From an optimization exercise on the open Yosys and OpenROAD flow, aimed at small area, a short achievable clock period and few clock cycles; shortcuts taken in it are not production practice. Where RTL was checked, it was by simulation tests only, not by an equivalence proof against the original. For runs 1 and 6, only the layout was checked, not whether the RTL still works. No activity file was given, so power comes from the tool's default toggle rates.

===== constraint.sdc =====
create_clock -name core_clock -period 7.0 [get_ports {clk}]
set_input_delay 1.4000 -clock core_clock [delete_from_list [all_inputs] [get_ports {clk}]]
set_output_delay 1.4000 -clock core_clock [all_outputs]
set_load 0.01 [all_outputs]

===== run.sh =====
#!/bin/bash
# synth_recipe.tcl (not shown) runs the flow's synth.tcl, then flattens the netlist and writes it again
# the make line also repeats each setting of config.mk as NAME=value (left out here)
make -C /OpenROAD-flow-scripts/flow DESIGN_CONFIG=/design/flow/config.mk WORK_HOME=/design/flow/orfs CLKGATE_MAP_FILE= SYNTH_SCRIPT=/design/flow/synth_recipe.tcl finish

===== config.mk =====
export PLATFORM = sky130hd
export DESIGN_NAME = tfacc_rd_burst
export DESIGN_NICKNAME = tfacc_rd_burst
export VERILOG_FILES = /design/flow/design.v
export SDC_FILE = /design/flow/constraint.sdc
export NUM_CORES = 4
export LEC_CHECK = 0
export ABC_CLOCK_PERIOD_IN_PS = 2000
export CAP_MARGIN = 20
export CORE_MARGIN = 2
export CORE_UTILIZATION = 55
export SETUP_SLACK_MARGIN = 4.5
export SLEW_MARGIN = 20

===== design.v =====
package tfacc_pkg;
   typedef logic [127:0] u128_t;
   localparam logic [2:0] AXI_SIZE_16B   = 3'b100;
   localparam logic [1:0] AXI_BURST_INCR = 2'b01;
endpackage
module tfacc_rfifo
#(
   parameter int DEPTH = 15,
   parameter int W     = 129
)(
   input  logic          clk,
   input  logic          xrst,
   input  logic          i_wr_vld,
   input  logic [W-1:0]  i_wr_dat,
   output logic          o_vld,
   output logic [W-1:0]  o_dat,
   input  logic          i_rdy
);
   logic [W-1:0]     r_mem [0:DEPTH-1];
   logic [DEPTH-1:0] r_wptr;
   logic [DEPTH-1:0] r_rptr;
   logic             r_ne;       
   logic             r_full;     
   logic             w_ld;
   logic             w_rd;
   logic             w_one;      
   logic             w_almost;   
   logic [W-1:0]     w_head;
   assign w_ld     = !o_vld || i_rdy;
   assign w_rd     = r_ne && w_ld;
   assign w_one    = |({r_rptr[DEPTH-2:0], r_rptr[DEPTH-1]} & r_wptr);
   assign w_almost = |({r_wptr[DEPTH-2:0], r_wptr[DEPTH-1]} & r_rptr);
   always_comb begin
      w_head = '0;
      for (int i = 0; i < DEPTH; i++) w_head = w_head | (r_mem[i] & {W{r_rptr[i]}});
   end
   always_ff @(posedge clk) begin
      if (!xrst) begin
         r_wptr <= DEPTH'(1);
         r_rptr <= DEPTH'(1);
         r_ne   <= 1'b0;
         r_full <= 1'b0;
         o_vld  <= 1'b0;
      end else begin
         if (i_wr_vld) r_wptr <= {r_wptr[DEPTH-2:0], r_wptr[DEPTH-1]};
         if (w_rd)     r_rptr <= {r_rptr[DEPTH-2:0], r_rptr[DEPTH-1]};
         r_ne   <= i_wr_vld || (r_ne && !(w_rd && w_one));
         r_full <= (r_full && !(w_rd && !i_wr_vld)) || (i_wr_vld && !w_rd && w_almost);
         if (w_ld) o_vld <= r_ne;
      end
   end
   always_ff @(posedge clk) begin
      if (w_ld) o_dat <= w_head;
   end
   always_ff @(posedge clk) begin
      for (int i = 0; i < DEPTH; i++)
         if (r_wptr[i] && !r_full) r_mem[i] <= i_wr_dat;
   end
endmodule
module tfacc_rd_burst
#(
   parameter int NENT = 15
)(
   input  logic         clk,
   input  logic         xrst,
   input  logic         cmd_valid,
   output logic         cmd_ready,
   input  logic [39:0]  cmd_adr,
   input  logic [19:0]  cmd_len,
   output logic         busy,
   output logic         done,
   output logic         err,
   output logic [3:0]   M00_AXI_ARID,
   output logic [39:0]  M00_AXI_ARADDR,
   output logic [7:0]   M00_AXI_ARLEN,
   output logic [2:0]   M00_AXI_ARSIZE,
   output logic [1:0]   M00_AXI_ARBURST,
   output logic         M00_AXI_ARVALID,
   input  logic         M00_AXI_ARREADY,
   input  logic [127:0] M00_AXI_RDATA,
   input  logic [1:0]   M00_AXI_RRESP,
   input  logic         M00_AXI_RLAST,
   input  logic         M00_AXI_RVALID,
   output logic         M00_AXI_RREADY,
   output logic [127:0] od,
   output logic         ovalid,
   input  logic         oready,
   output logic         olast
);
   localparam int CAP = NENT + 1;
   localparam int KW  = $clog2(CAP + 2);
   logic          s_idle, s_c1, s_c2, s_wait, s_ar, s_drain;
   logic          r_busy;
   logic [39:4]   r_adr;        
   logic [19:0]   r_rem;        
   logic          r_ge16;       
   logic          r_le16;       
   logic          r_pg;         
   logic [4:0]    r_blen;       
   logic [3:0]    r_arlen;      
   logic          r_islast;     
   logic          r_cross;      
   logic          r_alliss;     
   logic [KW-1:0] r_credit;     
   logic [KW-1:0] r_bo;         
   logic          r_popq;       
   logic          r_done;
   logic          r_err;
   logic          w_hs;
   logic          w_pop;
   logic [KW-1:0] w_cred;
   logic          w_ok0;
   logic          w_ok1;
   logic          w_res;
   logic          w_wr;
   logic          w_tag;
   logic [4:0]    w_m5;
   logic [4:0]    w_b5;
   logic          w_useb;
   logic [128:0]  w_odat;
   assign w_hs   = s_ar && M00_AXI_ARREADY;
   assign w_pop  = ovalid && oready;
   assign w_cred = r_credit + KW'(r_popq);
   assign w_ok0  = (w_cred >= KW'(r_blen));
   assign w_ok1  = ((w_cred + KW'(1)) >= KW'(r_blen));
   assign w_res  = s_wait && (w_ok0 || (w_pop && w_ok1));
   assign w_wr   = M00_AXI_RVALID && (r_bo != '0);
   assign w_tag  = M00_AXI_RLAST && r_alliss && (r_bo == KW'(1));
   assign w_m5   = r_ge16 ? 5'd16 : {1'b0, r_rem[3:0]};
   assign w_b5   = 5'd16 - {1'b0, r_adr[7:4]};
   assign w_useb = r_pg && (w_b5 < w_m5);
   assign cmd_ready       = s_idle;
   assign busy            = r_busy;
   assign done            = r_done;
   assign err             = r_err;
   assign M00_AXI_ARID    = 4'd0;
   assign M00_AXI_ARADDR  = {r_adr, 4'd0};
   assign M00_AXI_ARLEN   = {4'd0, r_arlen};
   assign M00_AXI_ARSIZE  = tfacc_pkg::AXI_SIZE_16B;
   assign M00_AXI_ARBURST = tfacc_pkg::AXI_BURST_INCR;
   assign M00_AXI_ARVALID = s_ar;
   assign M00_AXI_RREADY  = 1'b1;
   assign od              = w_odat[127:0];
   assign olast           = w_odat[128];
   tfacc_rfifo #(
      .DEPTH(NENT),
      .W    (129)
   ) u_rfifo (
      .clk      (clk),
      .xrst     (xrst),
      .i_wr_vld (w_wr),
      .i_wr_dat ({w_tag, M00_AXI_RDATA}),
      .o_vld    (ovalid),
      .o_dat    (w_odat),
      .i_rdy    (oready)
   );
   always_ff @(posedge clk) begin
      if (!xrst) begin
         s_idle   <= 1'b1;
         s_c1     <= 1'b0;
         s_c2     <= 1'b0;
         s_wait   <= 1'b0;
         s_ar     <= 1'b0;
         s_drain  <= 1'b0;
         r_busy   <= 1'b0;
         r_alliss <= 1'b0;
         r_credit <= KW'(CAP);
         r_bo     <= '0;
         r_popq   <= 1'b0;
         r_done   <= 1'b0;
         r_err    <= 1'b0;
      end else begin
         r_done   <= 1'b0;
         r_popq   <= w_pop;
         r_credit <= w_res ? (w_cred - KW'(r_blen)) : w_cred;
         case ({w_hs, w_wr && M00_AXI_RLAST})
            2'b10:   r_bo <= r_bo + KW'(1);
            2'b01:   r_bo <= r_bo - KW'(1);
            default: ;
         endcase
         if (w_wr && (M00_AXI_RRESP != 2'b00)) r_err <= 1'b1;
         if (s_idle && cmd_valid) begin
            s_idle   <= 1'b0;
            r_busy   <= 1'b1;
            s_c1     <= 1'b1;
            r_err    <= 1'b0;
            r_alliss <= 1'b0;
         end
         if (s_c1) begin
            s_c1 <= 1'b0;
            if (r_rem == '0) begin
               r_done <= 1'b1;
               s_idle <= 1'b1;
               r_busy <= 1'b0;
            end else begin
               s_c2 <= 1'b1;
            end
         end
         if (s_c2) begin
            s_c2   <= 1'b0;
            s_wait <= 1'b1;
         end
         if (w_res) begin
            s_wait <= 1'b0;
            s_ar   <= 1'b1;
         end
         if (w_hs) begin
            s_ar     <= 1'b0;
            s_c1     <= !r_islast;
            s_drain  <= r_islast;
            r_alliss <= r_islast;
         end
         if (s_drain && w_pop && olast) begin
            s_drain <= 1'b0;
            s_idle  <= 1'b1;
            r_busy  <= 1'b0;
            r_done  <= 1'b1;
         end
      end
   end
   always_ff @(posedge clk) begin
      if (s_idle) begin
         r_adr <= cmd_adr[39:4];
         r_rem <= cmd_len;
      end else if (w_hs) begin
         r_adr[11:4]  <= r_adr[11:4] + 8'(r_blen);
         if (r_cross) r_adr[39:12] <= r_adr[39:12] + 28'd1;
         r_rem <= r_rem - 20'(r_blen);
      end
      if (s_c1) begin
         r_ge16 <= (r_rem[19:4] != '0);
         r_le16 <= !((r_rem[19:5] != '0) || (r_rem[4] && (r_rem[3:0] != '0)));
         r_pg   <= (r_adr[11:8] == 4'hF);
      end
      if (s_c2) begin
         r_blen   <= w_useb ? w_b5 : w_m5;
         r_arlen  <= w_useb ? (4'd15 - r_adr[7:4]) : (r_ge16 ? 4'd15 : (r_rem[3:0] - 4'd1));
         r_islast <= r_le16 && (!r_pg || (w_m5 <= w_b5));
         r_cross  <= r_pg && (w_b5 <= w_m5);
      end
   end
endmodule

==> summary.md, run 1 <==
| Metric | Value |
|---|---|
| Top cells by area, synth | `edfxtp_1, a22oi_1, a222oi_1` |
| R2R Setup Slk | `4.45 ns` |
| RSZ-0062 raised after global routing | `true` |
| RePlAce Congestion | `0.795` |
| Slew margin rel. | `0.195` |
| CP max FO | `1` |
| Endpoint, Worst Hold | `s_drain` |
| Final wirelength | `222 mm` |
| Crit path largest cell delay | `0.52 ns` |
| Fin Setup TNS | `0 ns` |
| R2R cell count | `13` |
| Multiplexer area fraction after synthesis | `0.00174` |
| Worst r2r src | `r_credit[0]` |
| Post-Syn Instances | `4224` |
| Pleak | `29.3 nW` |
| Fin crit period | `2.97 ns` |
| Die Width | `383 um` |
| Yosys cell types | `64` |
| Residual DRC | `0` |
| Prevailing post-synth register cell | `edfxtp_1` |
| Status | `complete, no violations` |
| Yosys reg bits | `2188` |
| Critical Path RT | `5.60 ns` |
| Final hold violation count | `0` |
| Post-synth top area cell | `edfxtp_1` |
| Max Fclk | `337 MHz` |
| Final ANT Viol Nets | `0` |
| Post-synthesis sequential area ratio | `0.824` |
| Share of post-route cells with drive strength above 1 | `0.146` |
| Clock sink total | `2188` |
| Post-DR wirelength/cell | `32.6 um` |
| GRT overflow | `0` |
| Compound-Gate Fraction of Synth Area | `0.107` |
| Clock Path Buffers | `3` |
| Routed vias/inst | `6.60` |
| Core ar. | `0.143 mm^2` |
| CTS tree | `done` |
| Post-synth EDFFs | `2134` |
| Clock root buffer | `clkbuf_16` |
| Largest net degree at the start of global routing | `120` |
| Initial antenna violation count | `27` |
| Port Buffers | `367` |
| CP cell instances | `buf_2` |
| XOR/XNOR share of the synthesized area | `0.00675` |
| Yosys Warn Count | `3` |
| CTS Hold Bufs | `0` |
| Adder-cell share of the synthesized area | `0.00645` |
| MaxCap Viol Count | `0` |
| Full die area | `0.147 mm^2` |
| Critical path endpoint category | `output pin` |
| Total CTS buffers | `215` |
| Post-synthesis average cell area | `18.7 um^2` |
| Via count | `44847` |
| Starting density of the core | `0.553` |
| Final setup fails | `0` |
| Largest family of logic cells by synthesized area | `compound AO/OA/AOI/OAI gates` |
| Clock-pin slew of the registers on the worst-case setup and hold paths | `0.06 ns` |
| Hold Path Class | `reg2reg` |
| VDD IR max | `0.000272 V` |
| Dpl ws | `3.46 ns` |
| Fillers | `10024` |
| Area delta synth->final | `16.6%` |
| Worst Tran Pin Value | `1.20 ns` |
| Final worst path period share | `0.424` |
| Hold Path Origin | `s_drain` |
| Startpoint types | `register` |
| Die height | `383 um` |
| Buffer and inverter count on the worst path | `1` |
| Crit path DAT | `1.57 ns` |
| Slowest cell on crit path | `edfxtp_1` |
| Delay-heaviest family, CP | `flip-flops` |
| End of the worst register-to-register path | `r_credit[4]` |
| DP HPWL | `99.3 mm` |
| Global-route wire length before repair | `312 mm` |
| Pre-antenna DRT Iters | `6` |
| Simple-Gate Fraction of Synth Area | `0.0392` |
| Number of DRC markers in iteration 0 | `5620` |
| Synth async-reset ratio | `0` |
| I/O Pins | `390` |
| H-Tree Depth | `4` |
| PD cells | `290 mW/mm^2` |
| Netlist Area Pre-Place | `0.0791 mm^2` |
| Row count | `139` |
| Share of the synthesized area in the top cell type | `0.810` |
| Worst hold path stage count | `2` |
| Critical path class | `reg2out` |
| Gr usage total | `0.296` |
| Slack of the critical path | `4.03 ns` |
| Clk_skew | `0.0322 ns` |
| Vias in the first global route | `43159` |
| Clock Latency Late Sink | `0.84 ns` |
| # nets final | `4944` |
| Final Max Tran Viols | `0` |
==> placed cells by master (no fill, tap or decap), types with 18 or more instances in the layout <==
cell type / count
xnor2_1: 33
nor2_1: 20
a222oi_1: 131
clkbuf_16: 218
nand2_1: 147
dfxtp_4: 20
buf_4: 98
bufinv_16: 19
edfxtp_1: 2134
clkbuf_1: 56
conb_1: 18
and3_1: 138
ha_1: 30
dfxtp_1: 24
a22oi_1: 526
nand4_1: 141
nand3_1: 21
buf_2: 150
a221oi_1: 131
a21boi_0: 18
inv_1: 23
xor2_1: 22
clkdlybuf4s50_1: 191
a22o_1: 130
clkinv_2: 27
buf_6: 62
clkinv_1: 52
o21ai_0: 58
==> power breakdown <==
group,switching [W],internal [W]
Sequential,0.0000911,0.0145
Combinational,0.000495,0.000392
Clock,0.00483,0.00638
==> cell families after synthesis <==
kind of cell,after synthesis
flip-flops,2188
AO/OA/AOI/OAI,1064
AND/OR/NAND/NOR,557
buffers and inverters,300
XOR/XNOR,61
adder cells (fa/ha/maj),39
multiplexers,13
other,2
==> cell type report <==
class | instances | area (um^2) | area share
antenna | 9 | 22.5 | 0.000244
clock buffer | 273 | 5640 | 0.0611
clock inverter | 116 | 1140 | 0.0124
inverter | 27 | 104 | 0.00113
multi-input combinational | 1757 | 13200 | 0.144
sequential | 2188 | 65300 | 0.707
tap | 1903 | 2380 | 0.0258
timing repair buffer | 519 | 4500 | 0.0487
==> registers in the layout, summed over array words and instances, names as in the netlist, 4 cells and up <==
name	count
u_rfifo.r_mem	1935
u_rfifo.o_dat	129
r_adr	36
r_rem	20
u_rfifo.r_rptr	15
u_rfifo.r_wptr	15
r_blen	5
r_bo	5
r_credit	5
r_arlen	4
==> worst max path at each step <==
| stage | from | to | slack, ns | cells after the start |
|---|---|---|---|---|
| floorplan | oready | u_rfifo.r_rptr[13] | 3.85 | 6 |
| global placement | oready | u_rfifo.o_dat[42] | 3.48 | 3 |
| detailed placement | oready | u_rfifo.o_dat[66] | 3.46 | 3 |
| CTS | u_rfifo.o_dat[51] | od[51] | 3.99 | 1 |
| global route | u_rfifo.o_dat[53] | od[53] | 3.99 | 1 |
| finish | u_rfifo.o_dat[51] | od[51] | 4.03 | 1 |
==> routing by layer <==
layer	vias up	part of all wire	track usage
li1	18746	-	-
met1	23446	0.41	0.427
met2	2273	0.48	0.471
met3	358	0.095	0.0547
met4	24	0.021	0.0752
met5	-	0.00069	0
==> stage by stage <==
stage / util / instances / hold slack (ns) / total power, W / cell area (um^2)
finish: 0.645 / 6792 / 0.479 / 0.0267 / 92300
global route: 0.645 / 6789 / 0.508 / 0.0275 / 92300
CTS: 0.641 / 6757 / 0.476 / 0.0268 / 91800
detailed placement: 0.594 / 6308 / 0.449 / 0.0158 / 85000
global placement: 0.594 / 6308 / 0.440 / 0.0157 / 85000
floorplan: - / 4240 / 0.435 / 0.0152 / 79400
==> worst reg2reg max path, cell delays in order, from the launching register on <==
cell and delay [ns]:
dfxtp_4 0.37, ha_4 0.17, nand3_4 0.10, xor2_4 0.21, inv_2 0.06, and3_4 0.18
xnor2_2 0.12, ha_1 0.31, a21o_1 0.16, a31oi_1 0.18, o21ai_2 0.09, buf_4 0.14
o211ai_1 0.17, o211ai_1 0.10
==> cell usage after synthesis, drive strengths merged (36+ instances only) <==
cell	count
a221oi	131
a222oi	131
a22o	130
a22oi	526
and3	140
buf	53
clkbuf	220
dfxtp	54
edfxtp	2134
ha	36
nand2	150
nand4	142
o21ai	62
==> repair_timing <==
action	in CTS	in global routing
pin swaps	8	16
endpoints found under the setup margin	863	624
gates cloned	3	4
resized for setup	788	66
setup buffers	57	22
==> run 2, diff against run 1 <==
--- a/design.v
+++ b/design.v
@@ -14,4 +14,6 @@
    input  logic [W-1:0]  i_wr_dat,
+   input  logic          i_fin,      
    output logic          o_vld,
    output logic [W-1:0]  o_dat,
+   output logic          o_last,     
    input  logic          i_rdy
@@ -52,3 +54,6 @@
    always_ff @(posedge clk) begin
-      if (w_ld) o_dat <= w_head;
+      if (w_ld) begin
+         o_dat  <= w_head;
+         o_last <= w_one && i_fin;
+      end
    end
@@ -115,3 +120,2 @@
    logic          w_wr;
-   logic          w_tag;
    logic [4:0]    w_m5;
@@ -119,3 +123,3 @@
    logic          w_useb;
-   logic [128:0]  w_odat;
+   logic [127:0]  w_odat;
    assign w_hs   = s_ar && M00_AXI_ARREADY;
@@ -127,3 +131,2 @@
    assign w_wr   = M00_AXI_RVALID && (r_bo != '0);
-   assign w_tag  = M00_AXI_RLAST && r_alliss && (r_bo == KW'(1));
    assign w_m5   = r_ge16 ? 5'd16 : {1'b0, r_rem[3:0]};
@@ -142,7 +145,6 @@
    assign M00_AXI_RREADY  = 1'b1;
-   assign od              = w_odat[127:0];
-   assign olast           = w_odat[128];
+   assign od              = w_odat;
    tfacc_rfifo #(
       .DEPTH(NENT),
-      .W    (129)
+      .W    (128)
    ) u_rfifo (
@@ -151,5 +153,7 @@
       .i_wr_vld (w_wr),
-      .i_wr_dat ({w_tag, M00_AXI_RDATA}),
+      .i_wr_dat (M00_AXI_RDATA),
+      .i_fin    (r_alliss && (r_bo == '0)),
       .o_vld    (ovalid),
       .o_dat    (w_odat),
+      .o_last   (olast),
       .i_rdy    (oready)
==> summary.md, run 2 <==
| Metric | Value |
|---|---|
| Status | `complete, no violations` |
| GRT overflow | `0 (unchanged)` |
| Critical Path RT | `5.60 ns (about the same)` |
| H-Tree Depth | `4 (unchanged)` |
| Max Fclk | `336 MHz (-0.24%)` |
| Post-Layout Inst Area | `0.0918 mm^2 (-0.51%)` |
| Final core utilization | `0.648 (+0.00372)` |
| Clock Path Buffers | `3 (unchanged)` |
| Port Buffers | `367 (unchanged)` |
| Post-DR wirelength/cell | `32.5 um (-0.32%)` |
| Final hold violation count | `0 (unchanged)` |
| Row count | `138 (-0.72%)` |
| # nets final | `4932 (-0.24%)` |
| Clock power frac | `0.414 (-0.005)` |
| Global-route wire length before repair | `313 mm (+0.28%)` |
| Fin Setup TNS | `0 ns (unchanged)` |
| Delay-heaviest family, CP | `flip-flops` |
| R2R cell count | `11 (-2)` |
| CP cell instances | `buf_2` |
| Synth async-reset ratio | `0 (unchanged)` |
| Clock sink total | `2173 (-0.69%)` |
| Buffer and inverter count on the worst path | `1 (unchanged)` |
| Number of DRC markers in iteration 0 | `5736 (+2.1%)` |
| I/O Pins | `390 (unchanged)` |
| Yosys reg bits | `2173 (-0.69%)` |
| Post-Syn Instances | `4192 (-0.76%)` |
| Pint | `0.0209 W (-1.8%)` |
| Share of post-route cells with drive strength above 1 | `0.155 (+0.00855)` |
| Switching power | `0.00528 W (-2.5%)` |
| Final Max Tran Viols | `0 (unchanged)` |
| Switching share of power | `0.202 (-0.00107)` |
| Die Width | `382 um (-0.35%)` |
| CP max FO | `1 (unchanged)` |
| Yosys Warn Count | `3 (unchanged)` |
| Post-synthesis sequential area ratio | `0.824 (about the same)` |
| VDD IR max | `0.000235 V (-14%)` |
| Prevailing post-synth register cell | `edfxtp_1` |
| Top cells by count, synth | `edfxtp_1, a22oi_1, clkbuf_1` |
| Worst hold path stage count | `2 (unchanged)` |
| RSZ-0062 raised after global routing | `true` |
| Hold Path Class | `reg2reg` |
| Final wirelength | `220 mm (-0.68%)` |
| Largest net degree at the start of global routing | `106 (-12%)` |
| Biggest regs | `u_rfifo.r_mem x1920, u_rfifo.o_dat x128, r_adr x36` |
| Fin crit period | `2.98 ns (+0.00712 ns)` |
| Post-synth top area cell | `edfxtp_1` |
| Die height | `382 um (-0.35%)` |
| Slowest cell on crit path | `edfxtp_1` |
| Pleak | `29.4 nW (+0.23%)` |
| Final setup fails | `0 (unchanged)` |
| Final worst path period share | `0.425 (+0.00102)` |
| RePlAce Congestion | `0.774 (-2.7%)` |
| Core ar. | `0.142 mm^2 (-1.1%)` |
| Critical path depth in cells | `1 (unchanged)` |
| Fillers | `9909 (-1.1%)` |
| Post-synth EDFFs | `2119 (-0.70%)` |
| Pre-antenna DRT Iters | `9 (+3)` |
| Max reg flops | `1920 (-0.78%)` |
| Residual DRC | `0 (unchanged)` |
| Vias in the first global route | `43606 (+1.0%)` |
| Area delta synth->final | `16.9%` |
| Clock root buffer | `clkbuf_16` |
| Worst Tran Pin Value | `1.12 ns (-0.0794 ns)` |
| CTS tree | `done` |
| Crit path DAT | `1.58 ns (about the same)` |
| Clock-pin slew of the registers on the worst-case setup and hold paths | `0.06 ns (about the same)` |
| Netlist Area Pre-Place | `0.0786 mm^2 (-0.70%)` |
| Hold_ws | `0.454 ns (-0.0256 ns)` |
| Gr usage total | `0.298 (+0.00183)` |
| Full die area | `0.146 mm^2 (-0.69%)` |
| Initial antenna violation count | `24 (-11%)` |
| Crit path largest cell delay | `0.54 ns (+0.02 ns)` |
| Critical path endpoint category | `output pin` |
| Clk_skew | `0.0193 ns (-0.0129 ns)` |
| Commonest non-fill, non-tap cell in the layout | `edfxtp_1` |
| Clock Latency Late Sink | `0.84 ns (about the same)` |
| Biggest register | `u_rfifo.r_mem` |
| Share of the synthesized area in the top cell type | `0.810 (about the same)` |
| Cell with the most instances after synthesis | `edfxtp_1` |
| Startpoint types | `register` |
| Total CTS buffers | `212 (-1.4%)` |
| Post-synthesis average cell area | `18.7 um^2 (about the same)` |
| Power share of the sequential group | `0.554 (+0.007)` |
| Highest-count cells in the layout ignoring fill and taps | `edfxtp_1, a22oi_1, clkbuf_16` |
| Dpl ws | `3.02 ns (-0.434 ns)` |
| DP HPWL | `99.6 mm (+0.27%)` |
| Comb pwr share | `0.032 (about the same)` |
| Slew margin rel. | `0.249 (+0.0532)` |
| Top cells by area, synth | `edfxtp_1, a22oi_1, a222oi_1` |
| Routed vias/inst | `6.56 (-0.59%)` |
| Final ANT Viol Nets | `0 (unchanged)` |
| Slack of the critical path | `4.02 ns (-0.00712 ns)` |
| PD cells | `285 mW/mm^2 (-1.5%)` |
| Yosys cell types | `61 (-4.7%)` |
| Critical path class | `reg2out` |
| MaxCap Viol Count | `0 (unchanged)` |
| Via count | `44426 (-0.94%)` |
| Starting density of the core | `0.555 (+0.00215)` |
| Placed Area | `0.0846 mm^2 (-0.51%)` |
run 2: logic make-up (layout without fill, tap and decap cells):
| group | count (synthesis) | count (layout) | synth area share |
|---|---|---|---|
| adders and majority gates | 40 | 40 | 0.00675 |
| AOI/OAI and AO/OA | 1046 | 1046 | 0.105 |
| xor gates and xnor gates | 57 | 57 | 0.00635 |
| muxes | 28 | 28 | 0.00366 |
| and+or+nand+nor | 542 | 549 | 0.0385 |
| other | 2 | 27 | 0.0000956 |
| DFF | 2173 | 2173 | 0.824 |
| buffers and inverters | 304 | 958 | 0.0155 |
run 2: metrics by stage:
step                      std cells  power, W
after floorplan                4208    0.0151
after detailed placement       6271    0.0156
after CTS                      6714    0.0263
final                          6768    0.0262
after global routing           6765    0.0269
after global placement         6269    0.0156
run 2: final timing paths:
| kind | end | slack (ns) | from |
|---|---|---|---|
| setup / recovery | od[35] | 4.02 | u_rfifo.o_dat[35] |
| hold / removal | s_drain | 0.45 | s_drain |
| setup reg to reg | r_bo[4] | 4.37 | r_bo[3] |
| hold reg to reg | s_drain | 0.45 | s_drain |
run 2: area by class of cell:
cell class,instances,area [um^2],area share
clock buffer,266,5600,0.0610
multi-input combinational,1738,13200,0.144
sequential,2173,64800,0.706
antenna,9,22.5,0.000245
tap,1890,2360,0.0258
inverter,30,121,0.00132
clock inverter,122,958,0.0104
timing repair buffer,540,4750,0.0517
run 2: routing by layer:
layer,track usage,up-vias,share of wire
met5,0,-,0.00072
met2,0.479,2131,0.48
met1,0.428,23305,0.41
met3,0.0552,308,0.090
met4,0.0693,24,0.020
li1,-,18658,-
run 2: power by group through the flow:
stage / Clock, W / Combinational (W) / Sequential, W
finish: 0.0109 / 0.000838 / 0.0145
global route: 0.0115 / 0.000915 / 0.0145
CTS: 0.0110 / 0.000793 / 0.0145
detailed placement: 0 / 0.000790 / 0.0148
global placement: 0 / 0.000776 / 0.0148
floorplan: 0 / 0.000283 / 0.0148
run 2: what timing repair did:
| item | 4_1_cts | 5_1_grt |
|---|---|---|
| cloned | 6 | 3 |
| gates resized for setup | 811 | 67 |
| setup endpoints to repair | 961 | 543 |
| hold buffers | 0 | 0 |
| buffers inserted | 49 | 42 |
| pin swaps | 8 | 17 |
Testbench counts of run 2, summed over its fixed seeds: cycles 303,354.
==> run 3, diff against run 2 <==
--- a/config.mk
+++ b/config.mk
@@ -10,3 +10,5 @@
 export CORE_MARGIN = 2
-export CORE_UTILIZATION = 55
+export CORE_UTILIZATION = 70
+export CTS_CLUSTER_DIAMETER = 100
+export CTS_CLUSTER_SIZE = 25
 export SETUP_SLACK_MARGIN = 4.5
==> summary.md, run 3 <==
| Metric | Value |
|---|---|
| R2R cell count | `11 (unchanged)` |
| CP max FO | `1 (unchanged)` |
| Vias in the first global route | `43305 (-0.69%)` |
| Worst Tran Pin Value | `1.13 ns (+0.00312 ns)` |
| Compound-Gate Fraction of Synth Area | `0.105 (unchanged)` |
| Crit path largest cell delay | `0.52 ns (-0.02 ns)` |
| Post-synthesis sequential area ratio | `0.824 (unchanged)` |
| Hold Path Class | `reg2reg` |
| Core ar. | `0.111 mm^2 (-22%)` |
| Die height | `339 um (-11%)` |
| VDD IR max | `0.000250 V (+6.5%)` |
| Fillers | `5987 (-40%)` |
| Final ANT Viol Nets | `0 (unchanged)` |
| Clock root buffer | `clkbuf_16` |
| Status | `complete, no violations` |
| Critical path class | `reg2out` |
| Yosys reg bits | `2173 (unchanged)` |
| Clock-pin slew of the registers on the worst-case setup and hold paths | `0.10 ns (+0.04 ns)` |
| Clock Path Buffers | `3 (unchanged)` |
| Crit path from | `u_rfifo.o_dat[90]` |
| Top cells by count, synth | `edfxtp_1, a22oi_1, clkbuf_1` |
| CTS tree | `done` |
| RePlAce Congestion | `0.818 (+5.8%)` |
| Routed vias/inst | `7.25 (+10%)` |
| Starting density of the core | `0.708 (+0.153)` |
| Synth async-reset ratio | `0 (unchanged)` |
| Yosys cell types | `61 (unchanged)` |
| Gr usage total | `0.353 (+0.0553)` |
| Clk_skew | `0.0305 ns (+0.0112 ns)` |
| Yosys Warn Count | `3 (unchanged)` |
| Critical Path RT | `5.60 ns (about the same)` |
| GRT overflow | `0 (unchanged)` |
| Post-synthesis average cell area | `18.7 um^2 (unchanged)` |
| I/O Pins | `390 (unchanged)` |
| R2R Setup Slk | `4.35 ns (-0.02 ns)` |
| XOR/XNOR share of the synthesized area | `0.00635 (unchanged)` |
| End of the worst register-to-register path | `r_bo[4]` |
| Final worst path period share | `0.405 (-0.0201)` |
| Clock sink total | `2173 (unchanged)` |
| Critical path depth in cells | `1 (unchanged)` |
| Final setup fails | `0 (unchanged)` |
| Crit path DAT | `1.44 ns (-0.14 ns)` |
| Global-route wire length before repair | `294 mm (-6.0%)` |
| RSZ-0062 raised after global routing | `true` |
| Post-synth top area cell | `edfxtp_1` |
| Adder-cell share of the synthesized area | `0.00675 (unchanged)` |
| Slew margin rel. | `0.250 (+0.00131)` |
| Largest net degree at the start of global routing | `133 (+25%)` |
| Final wirelength | `204 mm (-7.1%)` |
| Final Power | `0.0217 W (-17%)` |
| DP HPWL | `94.8 mm (-4.8%)` |
| Delay-heaviest family, CP | `flip-flops` |
| Fin crit period | `2.84 ns (-0.141 ns)` |
| Largest family of logic cells by synthesized area | `compound AO/OA/AOI/OAI gates` |
| PD cells | `248 mW/mm^2 (-13%)` |
| Final hold violation count | `0 (unchanged)` |
| CP cell instances | `buf_2` |
| Post-synth EDFFs | `2119 (unchanged)` |
| Cell with the most instances after synthesis | `edfxtp_1` |
| # nets final | `4815 (-2.4%)` |
| Max Fclk | `353 MHz (+5.0%)` |
| Residual DRC | `0 (unchanged)` |
| Fin Setup TNS | `0 ns (unchanged)` |
| Die Width | `339 um (-11%)` |
| H-Tree Depth | `3 (-1)` |
| Total CTS buffers | `97 (-54%)` |
| Worst r2r src | `r_bo[0]` |
| Initial antenna violation count | `20 (-17%)` |
| Simple-Gate Fraction of Synth Area | `0.0385 (unchanged)` |
| Max reg flops | `1920 (unchanged)` |
| Startpoint types | `register` |
| Post-Syn Instances | `4192 (unchanged)` |
| Clock Latency Late Sink | `0.74 ns (-0.10 ns)` |
| Commonest non-fill, non-tap cell in the layout | `edfxtp_1` |
| Multiplexer area fraction after synthesis | `0.00366 (unchanged)` |
| Biggest register | `u_rfifo.r_mem` |
| Via count | `44280 (-0.33%)` |
| Highest-count cells in the layout ignoring fill and taps | `edfxtp_1, a22oi_1, clkdlybuf4s50_1` |
| MaxCap Viol Count | `0 (unchanged)` |
| Area delta synth->final | `11.1%` |
| Buffer and inverter count on the worst path | `1 (unchanged)` |
| Share of post-route cells with drive strength above 1 | `0.124 (-0.0302)` |
| Biggest regs | `u_rfifo.r_mem x1920, u_rfifo.o_dat x128, r_adr x36` |
| Pleak | `27.4 nW (-6.7%)` |
| Number of DRC markers in iteration 0 | `7362 (+28%)` |
| Row count | `122 (-12%)` |
| Pre-antenna DRT Iters | `7 (-2)` |
| Full die area | `0.115 mm^2 (-21%)` |
| Share of the synthesized area in the top cell type | `0.810 (unchanged)` |
| Post-DR wirelength/cell | `33.5 um (+2.9%)` |
| Critical path endpoint category | `output pin` |
| Final Max Tran Viols | `0 (unchanged)` |
| CP endpoint | `od[90]` |
| Prevailing post-synth register cell | `edfxtp_1` |
| Slowest cell on crit path | `edfxtp_1` |
| Netlist Area Pre-Place | `0.0786 mm^2 (unchanged)` |
| Top cells by area, synth | `edfxtp_1, a22oi_1, a222oi_1` |
| Port Buffers | `367 (unchanged)` |
-- run 3: routing by layer --
| layer | GRT usage | wire (um) | vias to the layer above | share of wire |
|---|---|---|---|---|
| met2 | 0.579 | 101000 | 3169 | 0.49 |
| met5 | 0 | 107 | - | 0.00052 |
| met4 | 0.0967 | 4910 | 18 | 0.024 |
| li1 | - | - | 18245 | - |
| met3 | 0.0576 | 24700 | 322 | 0.12 |
| met1 | 0.504 | 74000 | 22526 | 0.36 |
-- run 3: what timing repair did --
action	CTS	global route
cloned	3	1
hold buffers	0	0
resized for setup	800	70
pin swaps	22	21
buffers inserted	63	35
setup endpoints to repair	721	394
-- run 3: logic make-up (layout without fill, tap and decap cells) --
group | count (synthesis) | after routing
flops | 2173 | 2173
compound gates | 1046 | 1046
simple gates | 542 | 546
buf+inv | 304 | 703
xor+xnor | 57 | 57
fa+ha+maj | 40 | 40
mux | 28 | 28
other cells | 2 | 27
-- run 3: layout make-up --
type	count	area (um^2)	share of cell area
well taps	1488	1860	0.0213
inverters	30	119	0.00136
clock inverters	7	108	0.00123
multi-input cells	1735	13200	0.151
diodes	9	22.5	0.000258
clock buffers	125	2600	0.0297
flip-flops and latches	2173	64800	0.742
repair buffers	541	4640	0.0531
-- run 3: per-stage QoR --
step	hold slack, ns	setup slack [ns]	std cells	utilization	cell area, um^2
final	0.474	4.16	6108	0.787	87300
after global routing	0.485	4.13	6108	0.787	87300
after CTS	0.472	4.15	6063	0.782	86700
after detailed placement	0.458	2.85	5865	0.757	84000
after global placement	0.447	2.90	5865	0.757	84000
after floorplan	0.434	3.82	4208	-	78900
-- run 3: worst min-delay path by stage --
stage / start / to / cells past startpoint
6_report: s_drain / s_drain / 2
5_1_grt: s_drain / s_drain / 2
4_1_cts: s_drain / s_drain / 2
3_5_place_dp: s_drain / s_drain / 2
3_3_place_gp: s_drain / s_drain / 2
2_1_floorplan: s_drain / s_drain / 2
-- run 3: worst min-delay path, delay by kind of cell, from the launching register on --
family,cells,cell delay (ns)
flip-flops,1,0.33
AND/OR/NAND/NOR,1,0.05
AO/OA/AOI/OAI,1,0.06
-- run 3: power by group --
part	switching [W]	internal (W)
logic	0.000464	0.000371
clock network	0.00373	0.00263
registers	0.0000820	0.0144
total	0.00428	0.0174
==> run 4, diff against run 3 <==
--- a/design.v
+++ b/design.v
@@ -95,3 +95,3 @@
    localparam int CAP = NENT + 1;
-   localparam int KW  = $clog2(CAP + 2);
+   localparam int KW  = $clog2(CAP + 1);
    logic          s_idle, s_c1, s_c2, s_wait, s_ar, s_drain;
@@ -100,5 +100,8 @@
    logic [19:0]   r_rem;        
-   logic          r_ge16;       
+   logic [4:0]    r_m5;         
+   logic [3:0]    r_m4;         
    logic          r_le16;       
    logic          r_pg;         
+   logic [4:0]    r_b5;         
+   logic [3:0]    r_b4;         
    logic [4:0]    r_blen;       
@@ -109,4 +112,3 @@
    logic [KW-1:0] r_credit;     
-   logic [KW-1:0] r_bo;         
-   logic          r_popq;       
+   logic [CAP-1:0] r_bo;        
    logic          r_done;
@@ -115,3 +117,2 @@
    logic          w_pop;
-   logic [KW-1:0] w_cred;
    logic          w_ok0;
@@ -120,16 +121,18 @@
    logic          w_wr;
-   logic [4:0]    w_m5;
-   logic [4:0]    w_b5;
+   logic          w_rl;
    logic          w_useb;
-   logic [127:0]  w_odat;
+   logic [KW-1:0] w_cr_p;
+   logic [KW-1:0] w_cr_r;
+   logic [KW-1:0] w_cr_pr;
    assign w_hs   = s_ar && M00_AXI_ARREADY;
    assign w_pop  = ovalid && oready;
-   assign w_cred = r_credit + KW'(r_popq);
-   assign w_ok0  = (w_cred >= KW'(r_blen));
-   assign w_ok1  = ((w_cred + KW'(1)) >= KW'(r_blen));
+   assign w_ok0  = (r_credit >= KW'(r_blen));
+   assign w_ok1  = ((r_credit + KW'(1)) >= KW'(r_blen));
    assign w_res  = s_wait && (w_ok0 || (w_pop && w_ok1));
-   assign w_wr   = M00_AXI_RVALID && (r_bo != '0);
-   assign w_m5   = r_ge16 ? 5'd16 : {1'b0, r_rem[3:0]};
-   assign w_b5   = 5'd16 - {1'b0, r_adr[7:4]};
-   assign w_useb = r_pg && (w_b5 < w_m5);
+   assign w_cr_p  = r_credit + KW'(1);
+   assign w_cr_r  = r_credit - KW'(r_blen);
+   assign w_cr_pr = r_credit + KW'(1) - KW'(r_blen);
+   assign w_wr   = M00_AXI_RVALID && r_bo[0];
+   assign w_rl   = w_wr && M00_AXI_RLAST;
+   assign w_useb = r_pg && (r_b5 < r_m5);
    assign cmd_ready       = s_idle;
@@ -145,3 +148,2 @@
    assign M00_AXI_RREADY  = 1'b1;
-   assign od              = w_odat;
    tfacc_rfifo #(
@@ -154,5 +156,5 @@
       .i_wr_dat (M00_AXI_RDATA),
-      .i_fin    (r_alliss && (r_bo == '0)),
+      .i_fin    (r_alliss && !r_bo[0]),
       .o_vld    (ovalid),
-      .o_dat    (w_odat),
+      .o_dat    (od),
       .o_last   (olast),
@@ -172,3 +174,2 @@
          r_bo     <= '0;
-         r_popq   <= 1'b0;
          r_done   <= 1'b0;
@@ -176,8 +177,12 @@
       end else begin
-         r_done   <= 1'b0;
-         r_popq   <= w_pop;
-         r_credit <= w_res ? (w_cred - KW'(r_blen)) : w_cred;
-         case ({w_hs, w_wr && M00_AXI_RLAST})
-            2'b10:   r_bo <= r_bo + KW'(1);
-            2'b01:   r_bo <= r_bo - KW'(1);
+         r_done <= 1'b0;
+         case ({w_pop, w_res})
+            2'b10:   r_credit <= w_cr_p;
+            2'b01:   r_credit <= w_cr_r;
+            2'b11:   r_credit <= w_cr_pr;
+            default: ;
+         endcase
+         case ({w_hs, w_rl})
+            2'b10:   r_bo <= {r_bo[CAP-2:0], 1'b1};
+            2'b01:   r_bo <= {1'b0, r_bo[CAP-1:1]};
             default: ;
@@ -234,11 +239,14 @@
       if (s_c1) begin
-         r_ge16 <= (r_rem[19:4] != '0);
+         r_m5   <= (r_rem[19:4] != '0) ? 5'd16 : {1'b0, r_rem[3:0]};
+         r_m4   <= (r_rem[19:4] != '0) ? 4'd15 : (r_rem[3:0] - 4'd1);
          r_le16 <= !((r_rem[19:5] != '0) || (r_rem[4] && (r_rem[3:0] != '0)));
          r_pg   <= (r_adr[11:8] == 4'hF);
+         r_b5   <= 5'd16 - {1'b0, r_adr[7:4]};
+         r_b4   <= 4'd15 - r_adr[7:4];
       end
       if (s_c2) begin
-         r_blen   <= w_useb ? w_b5 : w_m5;
-         r_arlen  <= w_useb ? (4'd15 - r_adr[7:4]) : (r_ge16 ? 4'd15 : (r_rem[3:0] - 4'd1));
-         r_islast <= r_le16 && (!r_pg || (w_m5 <= w_b5));
-         r_cross  <= r_pg && (w_b5 <= w_m5);
+         r_blen   <= w_useb ? r_b5 : r_m5;
+         r_arlen  <= w_useb ? r_b4 : r_m4;
+         r_islast <= r_le16 && (!r_pg || (r_m5 <= r_b5));
+         r_cross  <= r_pg && (r_b5 <= r_m5);
       end
==> summary.md, run 4 <==
| Metric | Value |
|---|---|
| Gr usage total | `0.348 (-0.00485)` |
| CP cell instances | `buf_2` |
| Row count | `123 (+0.82%)` |
| Share of the synthesized area in the top cell type | `0.807 (-0.00287)` |
| Full die area | `0.116 mm^2 (+1.1%)` |
| Yosys reg bits | `2200 (+1.2%)` |
| Routed vias/inst | `7.22 (-0.46%)` |
| Final Max Tran Viols | `0 (unchanged)` |
| Final wirelength | `205 mm (about the same)` |
| Final hold violation count | `0 (unchanged)` |
| Yosys cell types | `66 (+8.2%)` |
| Number of DRC markers in iteration 0 | `6802 (-7.6%)` |
| Delay-heaviest family, CP | `flip-flops` |
| Post-synthesis average cell area | `18.6 um^2 (-0.85%)` |
| Highest-count cells in the layout ignoring fill and taps | `edfxtp_1, a22oi_1, clkdlybuf4s50_1` |
| Crit path largest cell delay | `0.56 ns (+0.04 ns)` |
| I/O Pins | `390 (unchanged)` |
| Final ANT Viol Nets | `0 (unchanged)` |
| H-Tree Depth | `3 (unchanged)` |
| Netlist Area Pre-Place | `0.0795 mm^2 (+1.2%)` |
| Final Power | `0.0218 W (+0.52%)` |
| Post-DR wirelength/cell | `33.2 um (-0.91%)` |
| Final setup fails | `0 (unchanged)` |
| Worst r2r src | `u_rfifo.r_rptr[6]` |
| End of the worst register-to-register path | `u_rfifo.o_dat[28]` |
| Vias in the first global route | `42744 (-1.3%)` |
| Max Fclk | `347 MHz (-1.7%)` |
| RSZ-0062 raised after global routing | `true` |
| Simple-Gate Fraction of Synth Area | `0.0392 (+0.000692)` |
| Post-synthesis sequential area ratio | `0.823 (about the same)` |
| Status | `complete, no violations` |
| Largest net degree at the start of global routing | `133 (unchanged)` |
| Pre-antenna DRT Iters | `9 (+2)` |
| Clock-pin slew of the registers on the worst-case setup and hold paths | `0.10 ns (about the same)` |
| Die Width | `341 um (+0.57%)` |
| Total CTS buffers | `97 (unchanged)` |
| Critical path class | `reg2out` |
| Crit path DAT | `1.49 ns (+0.05 ns)` |
| Clock Path Buffers | `3 (unchanged)` |
| Clk_skew | `0.0253 ns (-0.00520 ns)` |
| R2R cell count | `4 (-7)` |
| Final core utilization | `0.779 (-0.00779)` |
| Top cells by area, synth | `edfxtp_1, a22oi_1, a222oi_1` |
| Compound-Gate Fraction of Synth Area | `0.106 (+0.000711)` |
| Post-synth EDFFs | `2136 (+0.80%)` |
| DP HPWL | `93.1 mm (-1.8%)` |
| Adder-cell share of the synthesized area | `0.00589 (-0.000865)` |
| Register area | `0.0655 mm^2 (+1.1%)` |
| Synth async-reset ratio | `0 (unchanged)` |
| Initial antenna violation count | `32 (+60%)` |
| Endpoint, Worst Hold | `s_drain` |
| Worst Tran Pin Value | `1.13 ns (+0.000213 ns)` |
| CTS tree | `done` |
| Post-synth top area cell | `edfxtp_1` |
| Hold Path Class | `reg2reg` |
| Slowest cell on crit path | `edfxtp_1` |
| Global-route wire length before repair | `290 mm (-1.3%)` |
| Cell with the most instances after synthesis | `edfxtp_1` |
| PD cells | `249 mW/mm^2 (+0.15%)` |
| VDD IR max | `0.000248 V (-0.88%)` |
| Starting density of the core | `0.706 (-0.00149)` |
| XOR/XNOR share of the synthesized area | `0.00672 (+0.000368)` |
| Post-Syn Instances | `4277 (+2.0%)` |
| Startpoint types | `register` |
| Clock Latency Late Sink | `0.72 ns (-0.02 ns)` |
| Commonest non-fill, non-tap cell in the layout | `edfxtp_1` |
| Clock sink total | `2200 (+1.2%)` |
| Multiplexer area fraction after synthesis | `0.00343 (-0.000231)` |
| CTS Hold Bufs | `0 (unchanged)` |
| Top cells by count, synth | `edfxtp_1, a22oi_1, clkbuf_1` |
| Worst hold path stage count | `2 (unchanged)` |
| Buffer and inverter count on the worst path | `1 (unchanged)` |
| CP max FO | `1 (unchanged)` |
| Multi-input gate area | `0.0131 mm^2 (-0.19%)` |
| Critical Path RT | `5.60 ns (about the same)` |
| Port Buffers | `367 (unchanged)` |
| Fin Setup TNS | `0 ns (unchanged)` |
| Area delta synth->final | `10.3%` |
| Core ar. | `0.112 mm^2 (+1.4%)` |
| R2R Setup Slk | `4.43 ns (+0.08 ns)` |
| Max reg flops | `1920 (unchanged)` |
| Fin crit period | `2.89 ns (+0.0490 ns)` |
| Slew margin rel. | `0.250 (about the same)` |
| Yosys Warn Count | `3 (unchanged)` |
| Biggest register | `u_rfifo.r_mem` |
| Die height | `341 um (+0.57%)` |
| Fillers | `6207 (+3.7%)` |
| Critical path endpoint category | `output pin` |
| MaxCap Viol Count | `0 (unchanged)` |
| Largest family of logic cells by synthesized area | `compound AO/OA/AOI/OAI gates` |
| Hold Path Origin | `s_drain` |
| # nets final | `4855 (+0.83%)` |
| GRT overflow | `0 (unchanged)` |
| Via count | `44510 (+0.52%)` |
| RePlAce Congestion | `0.841 (+2.8%)` |
| Prevailing post-synth register cell | `edfxtp_1` |
| Clock root buffer | `clkbuf_16` |
| Biggest regs | `u_rfifo.r_mem x1920, u_rfifo.o_dat x128, r_adr x36` |
| Final worst path period share | `0.412 (+0.00701)` |
| Residual DRC | `0 (unchanged)` |
| Pleak | `27.3 nW (-0.55%)` |
| Share of post-route cells with drive strength above 1 | `0.109 (-0.0159)` |
==> run 4: logic make-up after synthesis <==
family,count (synthesis)
flops,2200
compound gates,1076
simple gates,572
buf+inv,305
xor+xnor,61
fa+ha+maj,35
mux,26
other cells,2
==> run 4: final cells by class <==
class,count,area share
Clock inverter,2,0.000414
Timing Repair inverter,1,0.0000999
Inverter,29,0.00147
Clock buffer,124,0.0291
Antenna cell,18,0.000514
Timing Repair Buffer,501,0.0496
Tap cell,1500,0.0214
Multi-Input combinational cell,1793,0.150
Sequential cell,2200,0.747
==> run 4: how the worst max path moves through the flow <==
| stage | from | end | slack [ns] | cells after the start |
|---|---|---|---|---|
| final | u_rfifo.o_dat[24] | od[24] | 4.11 | 1 |
| after global routing | u_rfifo.o_dat[24] | od[24] | 4.07 | 1 |
| after CTS | u_rfifo.o_dat[24] | od[24] | 4.12 | 1 |
| after detailed placement | oready | u_rfifo.o_dat[58] | 3.29 | 4 |
| after global placement | oready | u_rfifo.o_dat[58] | 3.33 | 4 |
| after floorplan | u_rfifo.r_full | u_rfifo.r_mem[0][0] | 4.07 | 2 |
==> run 4: through the flow <==
step	cell area [um^2]	hold WS, ns	cells	worst slack [ns]
5_1_grt	87600	0.499	6167	4.07
2_1_floorplan	79800	0.434	4293	4.07
6_report	87600	0.474	6168	4.11
3_3_place_gp	84800	0.429	5949	3.33
3_5_place_dp	84800	0.435	5949	3.29
4_1_cts	87300	0.467	6125	4.12
==> run 4: routing by layer <==
metal / vias to the layer above / part of all wire / GRT usage
li1: 18442 / - / -
met1: 22451 / 0.35 / 0.484
met2: 3186 / 0.48 / 0.560
met3: 403 / 0.13 / 0.0742
met4: 28 / 0.036 / 0.122
met5: - / 0.00084 / 0
==> run 4: repair_timing <==
item,4_1_cts,5_1_grt
setup buffers,43,24
setup endpoints to repair,678,421
gates cloned,7,1
pin swaps,1,1
resized for setup,769,29
==> run 4: power breakdown <==
part	leakage [nW]	internal, W	switching (W)	total [W]
logic	5.83	0.000380	0.000476	0.000856
registers	20.2	0.0146	0.0000949	0.0147
clock network	1.26	0.00257	0.00368	0.00625
total	27.3	0.0175	0.00425	0.0218
Testbench counts of run 4, summed over its fixed seeds: cycles 303,354.
==> run 5, diff against run 4 <==
--- a/config.mk
+++ b/config.mk
@@ -10,6 +10,6 @@
 export CORE_MARGIN = 2
-export CORE_UTILIZATION = 70
+export CORE_UTILIZATION = 80
 export CTS_CLUSTER_DIAMETER = 100
 export CTS_CLUSTER_SIZE = 25
-export SETUP_SLACK_MARGIN = 4.5
+export SETUP_SLACK_MARGIN = 4.3
 export SLEW_MARGIN = 20
==> summary.md, run 5 <==
| Metric | Value |
|---|---|
| Status | `complete, no violations` |
| Share of the synthesized area in the top cell type | `0.807 (unchanged)` |
| # nets final | `4848 (-0.14%)` |
| Cell with the most instances after synthesis | `edfxtp_1` |
| Switching share of power | `0.199 (+0.00404)` |
| Final hold violation count | `0 (unchanged)` |
| Final Power | `0.0219 W (+0.43%)` |
| Final worst path period share | `0.416 (+0.00398)` |
| Max Fclk | `343 MHz (-0.96%)` |
| Port Buffers | `367 (unchanged)` |
| Power share of the sequential group | `0.672 (-0.002)` |
| Final Max Tran Viols | `0 (unchanged)` |
| VDD IR max | `0.000269 V (+8.5%)` |
| Number of DRC markers in iteration 0 | `9456 (+39%)` |
| Post-synthesis average cell area | `18.6 um^2 (unchanged)` |
| Pre-antenna DRT Iters | `9 (unchanged)` |
| Final Non-Filler Cells | `5945 (-3.6%)` |
| Gr usage total | `0.414 (+0.0655)` |
| Pleak | `27.2 nW (-0.25%)` |
| Comb pwr share | `0.040 (about the same)` |
| RePlAce Congestion | `0.863 (+2.7%)` |
| Clock power frac | `0.288 (about the same)` |
| Yosys reg bits | `2200 (unchanged)` |
| Worst Tran Pin Value | `1.41 ns (+0.282 ns)` |
| Slack of the critical path | `4.09 ns (-0.0279 ns)` |
| Die Width | `319 um (-6.4%)` |
| Clock-pin slew of the registers on the worst-case setup and hold paths | `0.10 ns (about the same)` |
| Pint | `0.0175 W (about the same)` |
| Post-synth top area cell | `edfxtp_1` |
| Top cells by area, synth | `edfxtp_1, a22oi_1, a222oi_1` |
| Register area | `0.0655 mm^2 (about the same)` |
| PD cells | `251 mW/mm^2 (+0.98%)` |
| Yosys Warn Count | `3 (unchanged)` |
| Core ar. | `0.0984 mm^2 (-13%)` |
| Biggest register | `u_rfifo.r_mem` |
| Fillers | `3642 (-41%)` |
| Top cells by count, synth | `edfxtp_1, a22oi_1, clkbuf_1` |
| Startpoint types | `register` |
| Post-DR wirelength/cell | `36.0 um (+8.7%)` |
| Clock sink total | `2200 (unchanged)` |
| Clock root buffer | `clkbuf_16` |
| CTS tree | `done` |
| CP max FO | `1 (unchanged)` |
| Post-Syn Instances | `4277 (unchanged)` |
| Post-synthesis sequential area ratio | `0.823 (unchanged)` |
| Total CTS buffers | `97 (unchanged)` |
| Critical Path RT | `5.60 ns (about the same)` |
| Starting density of the core | `0.808 (+0.101)` |
| Via count | `47213 (+6.1%)` |
| Initial antenna violation count | `32 (unchanged)` |
| Critical path class | `reg2out` |
| Clock Latency Late Sink | `0.74 ns (+0.02 ns)` |
| Prevailing post-synth register cell | `edfxtp_1` |
| Hold_ws | `0.458 ns (-0.0165 ns)` |
| Vias in the first global route | `46611 (+9.0%)` |
| Dpl ws | `3.08 ns (-0.214 ns)` |
| Delay-heaviest family, CP | `flip-flops` |
| Post-synth EDFFs | `2136 (unchanged)` |
| Crit path DAT | `1.51 ns (+0.02 ns)` |
| Netlist Area Pre-Place | `0.0795 mm^2 (unchanged)` |
| Final wirelength | `214 mm (+4.7%)` |
| H-Tree Depth | `3 (unchanged)` |
| Final setup fails | `0 (unchanged)` |
| Yosys cell types | `66 (unchanged)` |
| Multi-input gate area | `0.0131 mm^2 (-0.70%)` |
| Commonest non-fill, non-tap cell in the layout | `edfxtp_1` |
| GRT overflow | `0 (unchanged)` |
| Area delta synth->final | `9.67%` |
| Highest-count cells in the layout ignoring fill and taps | `edfxtp_1, a22oi_1, clkdlybuf4s50_1` |
| Routed vias/inst | `7.94 (+10%)` |
| Global-route wire length before repair | `303 mm (+4.5%)` |
| Clk_skew | `0.0359 ns (+0.0106 ns)` |
| MaxCap Viol Count | `0 (unchanged)` |
| Full die area | `0.102 mm^2 (-12%)` |
| Share of post-route cells with drive strength above 1 | `0.105 (-0.00399)` |
| Slowest cell on crit path | `edfxtp_1` |
| Fin crit period | `2.91 ns (+0.0279 ns)` |
| Hold Path Class | `reg2reg` |
| Final ANT Viol Nets | `0 (unchanged)` |
| RSZ-0062 raised after global routing | `true` |
| Residual DRC | `0 (unchanged)` |
| I/O Pins | `390 (unchanged)` |
| Switching power | `0.00436 W (+2.5%)` |
| Buffer and inverter count on the worst path | `1 (unchanged)` |
| DP HPWL | `100 mm (+7.5%)` |
| Die height | `319 um (-6.4%)` |
| Row count | `115 (-6.5%)` |
| Biggest regs | `u_rfifo.r_mem x1920, u_rfifo.o_dat x128, r_adr x36` |
| Critical path endpoint category | `output pin` |
| Crit path largest cell delay | `0.56 ns (about the same)` |
| Fin Setup TNS | `0 ns (unchanged)` |
| Largest net degree at the start of global routing | `121 (-9.0%)` |
| Slew margin rel. | `0.0617 (-0.188)` |
| Synth async-reset ratio | `0 (unchanged)` |
| CP cell instances | `buf_2` |
| Clock Path Buffers | `3 (unchanged)` |
| CTS Hold Bufs | `0 (unchanged)` |
| Inst Count DP | `5739 (-3.5%)` |
| Max reg flops | `1920 (unchanged)` |
-- run 5: what timing repair did --
item | in CTS | in global routing
setup endpoints to repair | 307 | 176
gates resized for setup | 745 | 20
cloned | 3 | 1
endpoints found under the hold margin | 0 | 0
buffers inserted | 42 | 18
-- run 5: cells by family (layout without fill, tap and decap cells) --
| group | after synthesis | in the layout | synth area share |
|---|---|---|---|
| DFF | 2200 | 2200 | 0.823 |
| AOI/OAI and AO/OA | 1076 | 1076 | 0.106 |
| and+or+nand+nor | 572 | 572 | 0.0392 |
| buffers and inverters | 305 | 648 | 0.0153 |
| xor gates and xnor gates | 61 | 61 | 0.00672 |
| adders and majority gates | 35 | 35 | 0.00589 |
| muxes | 26 | 26 | 0.00343 |
| other | 2 | 40 | 0.0000945 |
-- run 5: final cells by class --
| type | count | area share |
|---|---|---|
| timing repair buffer | 498 | 0.0482 |
| multi-input combinational | 1788 | 0.150 |
| timing repair inverter | 2 | 0.000201 |
| clock buffer | 114 | 0.0288 |
| clock inverter | 5 | 0.000919 |
| inverter | 29 | 0.00159 |
| sequential | 2200 | 0.751 |
| tap | 1287 | 0.0185 |
| antenna | 22 | 0.000632 |
-- run 5: per-layer routing --
| layer | up-vias | wire length [um] | share of wire | GRT usage |
|---|---|---|---|---|
| li1 | 18411 | - | - | - |
| met1 | 22941 | 66700 | 0.31 | 0.550 |
| met2 | 5073 | 103000 | 0.48 | 0.658 |
| met3 | 760 | 34000 | 0.16 | 0.0991 |
| met4 | 28 | 9980 | 0.047 | 0.204 |
| met5 | - | 164 | 0.00077 | 0 |
-- run 5: power groups by stage --
stage               sequential (W)  clock, W  combinational, W
finish                      0.0147   0.00631          0.000874
global route                0.0147   0.00663          0.000933
CTS                         0.0147   0.00625          0.000835
detailed placement          0.0150         0          0.000823
global placement            0.0150         0          0.000791
floorplan                   0.0150         0          0.000291
-- run 5: metrics by stage --
stage	area (um^2)	utilization
2_1_floorplan	79700	-
3_3_place_gp	84500	0.859
3_5_place_dp	84500	0.859
4_1_cts	86800	0.882
5_1_grt	87100	0.885
6_report	87200	0.886
-- run 5: final timing paths --
kind	start	end	slack, ns	cells past startpoint
worst max-delay path	u_rfifo.o_dat[65]	od[65]	4.09	1
worst min-delay path	r_err	r_err	0.46	2
worst max register to register	u_rfifo.r_full	u_rfifo.r_mem[9][77]	4.20	3
worst min register to register	r_err	r_err	0.46	2
==> run 6, diff against run 5 <==
--- a/design.v
+++ b/design.v
@@ -8,3 +8,3 @@
    parameter int DEPTH = 15,
-   parameter int W     = 129
+   parameter int W     = 128
 )(
@@ -14,2 +14,3 @@
    input  logic [W-1:0]  i_wr_dat,
+   input  logic          i_wr_last,  
    input  logic          i_fin,      
@@ -27,2 +28,3 @@
    logic             w_rd;
+   logic             w_wr;       
    logic             w_one;      
@@ -32,2 +34,3 @@
    assign w_rd     = r_ne && w_ld;
+   assign w_wr     = i_wr_vld && (r_ne || !w_ld);
    assign w_one    = |({r_rptr[DEPTH-2:0], r_rptr[DEPTH-1]} & r_wptr);
@@ -35,4 +38,4 @@
    always_comb begin
-      w_head = '0;
-      for (int i = 0; i < DEPTH; i++) w_head = w_head | (r_mem[i] & {W{r_rptr[i]}});
+      w_head = i_wr_dat & {W{!r_ne}};
+      for (int i = 0; i < DEPTH; i++) w_head = w_head | (r_mem[i] & {W{r_rptr[i] && r_ne}});
    end
@@ -46,7 +49,7 @@
       end else begin
-         if (i_wr_vld) r_wptr <= {r_wptr[DEPTH-2:0], r_wptr[DEPTH-1]};
-         if (w_rd)     r_rptr <= {r_rptr[DEPTH-2:0], r_rptr[DEPTH-1]};
-         r_ne   <= i_wr_vld || (r_ne && !(w_rd && w_one));
-         r_full <= (r_full && !(w_rd && !i_wr_vld)) || (i_wr_vld && !w_rd && w_almost);
-         if (w_ld) o_vld <= r_ne;
+         if (w_wr) r_wptr <= {r_wptr[DEPTH-2:0], r_wptr[DEPTH-1]};
+         if (w_rd) r_rptr <= {r_rptr[DEPTH-2:0], r_rptr[DEPTH-1]};
+         r_ne   <= w_wr || (r_ne && !(w_rd && w_one));
+         r_full <= (r_full && !(w_rd && !w_wr)) || (w_wr && !w_rd && w_almost);
+         if (w_ld) o_vld <= r_ne || i_wr_vld;
       end
@@ -56,3 +59,3 @@
          o_dat  <= w_head;
-         o_last <= w_one && i_fin;
+         o_last <= r_ne ? (w_one && i_fin) : i_wr_last;
       end
@@ -156,2 +159,3 @@
       .i_wr_dat (M00_AXI_RDATA),
+      .i_wr_last(M00_AXI_RLAST && r_alliss && !r_bo[1]),
       .i_fin    (r_alliss && !r_bo[0]),
--- a/config.mk
+++ b/config.mk
@@ -10,6 +10,6 @@
 export CORE_MARGIN = 2
-export CORE_UTILIZATION = 80
+export CORE_UTILIZATION = 70
 export CTS_CLUSTER_DIAMETER = 100
 export CTS_CLUSTER_SIZE = 25
-export SETUP_SLACK_MARGIN = 4.3
+export SETUP_SLACK_MARGIN = 4.5
 export SLEW_MARGIN = 20
==> summary.md, run 6 <==
| Metric | Value |
|---|---|
| Fin Setup TNS | `0 ns (unchanged)` |
| Startpoint types | `register` |
| Met1 WL | `77.3 mm (+16%)` |
| Final hold violation count | `0 (unchanged)` |
| Slew margin rel. | `0.313 (+0.251)` |
| Global-route wire length before repair | `309 mm (+1.9%)` |
| H-Tree Depth | `3 (unchanged)` |
| VDD IR max | `0.000187 V (-30%)` |
| Critical Path RT | `5.60 ns (about the same)` |
| WL met3 | `28.7 mm (-16%)` |
| Final Power | `0.0217 W (-0.67%)` |
| Total CTS buffers | `97 (unchanged)` |
| Prevailing post-synth register cell | `edfxtp_1` |
| PD cells | `242 mW/mm^2 (-3.6%)` |
| Clock root buffer | `clkbuf_16` |
| Die Width | `344 um (+7.8%)` |
| Commonest non-fill, non-tap cell in the layout | `edfxtp_1` |
| CP cell instances | `buf_2` |
| Multi-input gate area | `0.0148 mm^2 (+13%)` |
| CP max FO | `1 (unchanged)` |
| Post-synthesis sequential area ratio | `0.808 (-0.0157)` |
| Met2 wire length | `103 mm (-0.41%)` |
| R2R Setup Slk | `4.49 ns (+0.29 ns)` |
| RePlAce Congestion | `0.839 (-2.9%)` |
| Netlist Area Pre-Place | `0.0810 mm^2 (+1.9%)` |
| Top routing layer in use | `met5` |
| Worst r2r src | `r_rem[7]` |
| MaxCap Viol Count | `0 (unchanged)` |
| Delay-heaviest family, CP | `flip-flops` |
| Endpoint, Worst Hold | `s_drain` |
| Yosys Warn Count | `3 (unchanged)` |
| Final worst path period share | `0.409 (-0.00672)` |
| Biggest regs | `u_rfifo.r_mem x1920, u_rfifo.o_dat x128, r_adr x36` |
| Area delta synth->final | `10.8%` |
| I/O Pins | `390 (unchanged)` |
| R2R cell count | `5 (+2)` |
| Critical path class | `reg2out` |
| Pleak | `27.9 nW (+2.3%)` |
| Slack of the critical path | `4.13 ns (+0.0471 ns)` |
| Post-synth top area cell | `edfxtp_1` |
| Final core utilization | `0.784 (-0.101)` |
| Clock sink total | `2200 (unchanged)` |
| Fin crit period | `2.87 ns (-0.0471 ns)` |
| Final Max Tran Viols | `0 (unchanged)` |
| Worst hold path stage count | `2 (unchanged)` |
| Yosys reg bits | `2200 (unchanged)` |
| Max reg flops | `1920 (unchanged)` |
| Hold_ws | `0.470 ns (+0.0127 ns)` |
| Largest net degree at the start of global routing | `88 (-27%)` |
| Post-Syn Instances | `4626 (+8.2%)` |
| Fillers | `6265 (+72%)` |
| Post-DR wirelength/cell | `33.2 um (-7.9%)` |
| Crit path largest cell delay | `0.53 ns (-0.03 ns)` |
| Pre-antenna DRT Iters | `9 (unchanged)` |
| Cell with the most instances after synthesis | `edfxtp_1` |
| Hold Path Origin | `s_drain` |
| Share of post-route cells with drive strength above 1 | `0.118 (+0.0138)` |
| Residual DRC | `0 (unchanged)` |
| Final setup fails | `0 (unchanged)` |
| # nets final | `5251 (+8.3%)` |
| Buffer and inverter count on the worst path | `1 (unchanged)` |
| Register area | `0.0655 mm^2 (about the same)` |
| Critical path endpoint category | `output pin` |
| Slowest cell on crit path | `edfxtp_1` |
| Full die area | `0.118 mm^2 (+16%)` |
| Via count | `47812 (+1.3%)` |
| Vias in the first global route | `45215 (-3.0%)` |
| Synth async-reset ratio | `0 (unchanged)` |
| Gr usage total | `0.367 (-0.0472)` |
| Hold Path Class | `reg2reg` |
| Final ANT Viol Nets | `0 (unchanged)` |
| Highest-count cells in the layout ignoring fill and taps | `edfxtp_1, a22oi_1, nand2_1` |
| Clk_skew | `0.0312 ns (-0.00469 ns)` |
| Post-synthesis average cell area | `17.5 um^2 (-5.7%)` |
| Clock Latency Late Sink | `0.73 ns (about the same)` |
| Port Buffers | `367 (unchanged)` |
| RSZ-0062 raised after global routing | `true` |
| Crit path DAT | `1.47 ns (-0.04 ns)` |
| CTS tree | `done` |
| Clock-pin slew of the registers on the worst-case setup and hold paths | `0.11 ns (about the same)` |
| Top cells by count, synth | `edfxtp_1, a22oi_1, nand2_1` |
| Biggest register | `u_rfifo.r_mem` |
| CTS Hold Bufs | `0 (unchanged)` |
| Final wirelength | `218 mm (+1.9%)` |
| Worst Tran Pin Value | `1.03 ns (-0.381 ns)` |
| Status | `complete, no violations` |
| Max Fclk | `349 MHz (+1.6%)` |
| GRT overflow | `0 (unchanged)` |
| Share of the synthesized area in the top cell type | `0.792 (-0.0154)` |
| Post-synth EDFFs | `2136 (unchanged)` |
| Starting density of the core | `0.708 (-0.0999)` |
| Row count | `124 (+7.8%)` |
| Number of DRC markers in iteration 0 | `7256 (-23%)` |
| Core ar. | `0.115 mm^2 (+16%)` |
| Die height | `344 um (+7.8%)` |
| Dpl ws | `3.36 ns (+0.285 ns)` |
| DP HPWL | `103 mm (+3.0%)` |
| Clock Path Buffers | `3 (unchanged)` |
| End of the worst register-to-register path | `r_rem[18]` |
| Yosys cell types | `63 (-4.5%)` |
| Top cells by area, synth | `edfxtp_1, a22oi_1, dfxtp_1` |
| Initial antenna violation count | `26 (-19%)` |
| Routed vias/inst | `7.27 (-8.5%)` |
[run 6: cell families after synthesis]
family                     share of synthesized area
AOI/OAI and AO/OA                              0.113
and+or+nand+nor                               0.0471
other                                      0.0000927
buffers and inverters                         0.0168
xor gates and xnor gates                     0.00454
DFF                                            0.808
adders and majority gates                    0.00578
muxes                                        0.00550
[run 6: report_power, final]
group          total (W)  switching (W)  internal, W  leakage (nW)
clock network    0.00635        0.00373      0.00262          1.28
registers         0.0146      0.0000751       0.0146          20.2
logic           0.000760       0.000433     0.000327          6.38
[run 6: worst max-delay path by stage]
stage,endpoint,cells past startpoint,from
floorplan,u_rfifo.r_mem[0][0],2,u_rfifo.r_full
global placement,u_rfifo.r_wptr[0],5,oready
detailed placement,u_rfifo.r_wptr[0],5,oready
CTS,od[7],1,u_rfifo.o_dat[7]
global route,od[7],1,u_rfifo.o_dat[7]
finish,od[7],1,u_rfifo.o_dat[7]
[run 6: area by class of cell]
class | count | share of cell area
Inverter | 33 | 0.00141
Antenna cell | 13 | 0.000362
Clock inverter | 2 | 0.000279
Timing Repair Buffer | 562 | 0.0539
Clock buffer | 130 | 0.0291
Multi-Input combinational cell | 2125 | 0.164
Sequential cell | 2200 | 0.729
Tap cell | 1512 | 0.0211
[run 6: stage by stage]
| stage | cells | area, um^2 |
|---|---|---|
| floorplan | 4642 | 81300 |
| global placement | 6300 | 86300 |
| detailed placement | 6301 | 86400 |
| CTS | 6536 | 89400 |
| global route | 6575 | 89800 |
| finish | 6577 | 89800 |
[run 6: layer usage]
| layer | vias up | track usage |
|---|---|---|
| li1 | 19751 | - |
| met3 | 516 | 0.0697 |
| met5 | - | 0 |
| met1 | 23992 | 0.518 |
| met2 | 3527 | 0.579 |
| met4 | 26 | 0.144 |
[run 6: timing repair]
action	CTS	global route
resized for setup	796	47
cloned	28	0
buffers inserted	75	28
pin swaps	10	6
setup endpoints to repair	1192	489
[run 6: worst min-delay path: cells and delay by family, from the launching register on]
kind	cells	cell delay, ns
DFF	1	0.33
and+or+nand+nor	1	0.05
AOI/OAI and AO/OA	1	0.05

re-timing with driven ports:
No port has a modelled driver above. Below, the same layouts with a new extraction and two added sets of constraints.
Step 1 (the two cells are an assumption about what drives the block):
set clk [get_ports {clk}]
set_driving_cell -lib_cell sky130_fd_sc_hd__clkbuf_16 $clk
set_driving_cell -lib_cell sky130_fd_sc_hd__buf_2 [delete_from_list [all_inputs] $clk]
Step 2 also shifts input and output timing later by t, the mid clock arrival at the registers, as if the neighbouring blocks saw the same clock.
Three values: ideal ports, drivers, drivers and shift; two values: the first two.
| run | shift t [ns] | setup slack, ns | pins driven straight from the clock port |
|---|---|---|---|
| run 1 | 0.903 | 4.031 / 3.954 / 3.632 | 1 |
| run 2 | 0.909 | 4.023 / 3.942 / 3.440 | 1 |
| run 3 | 0.801 | 4.164 / 4.084 / 3.555 | 1 |
| run 4 | 0.781 | 4.115 / 4.038 / 3.707 | 1 |
| run 5 | 0.806 | 4.087 / 4.003 / 3.588 | 1 |
| run 6 | 0.803 | 4.134 / 4.050 / 3.744 | 1 |
After both steps setup and hold are still met in every run listed. The setup slack of run 3, which loses most, moves by -0.080 ns with the drivers and by -0.609 ns with both steps.
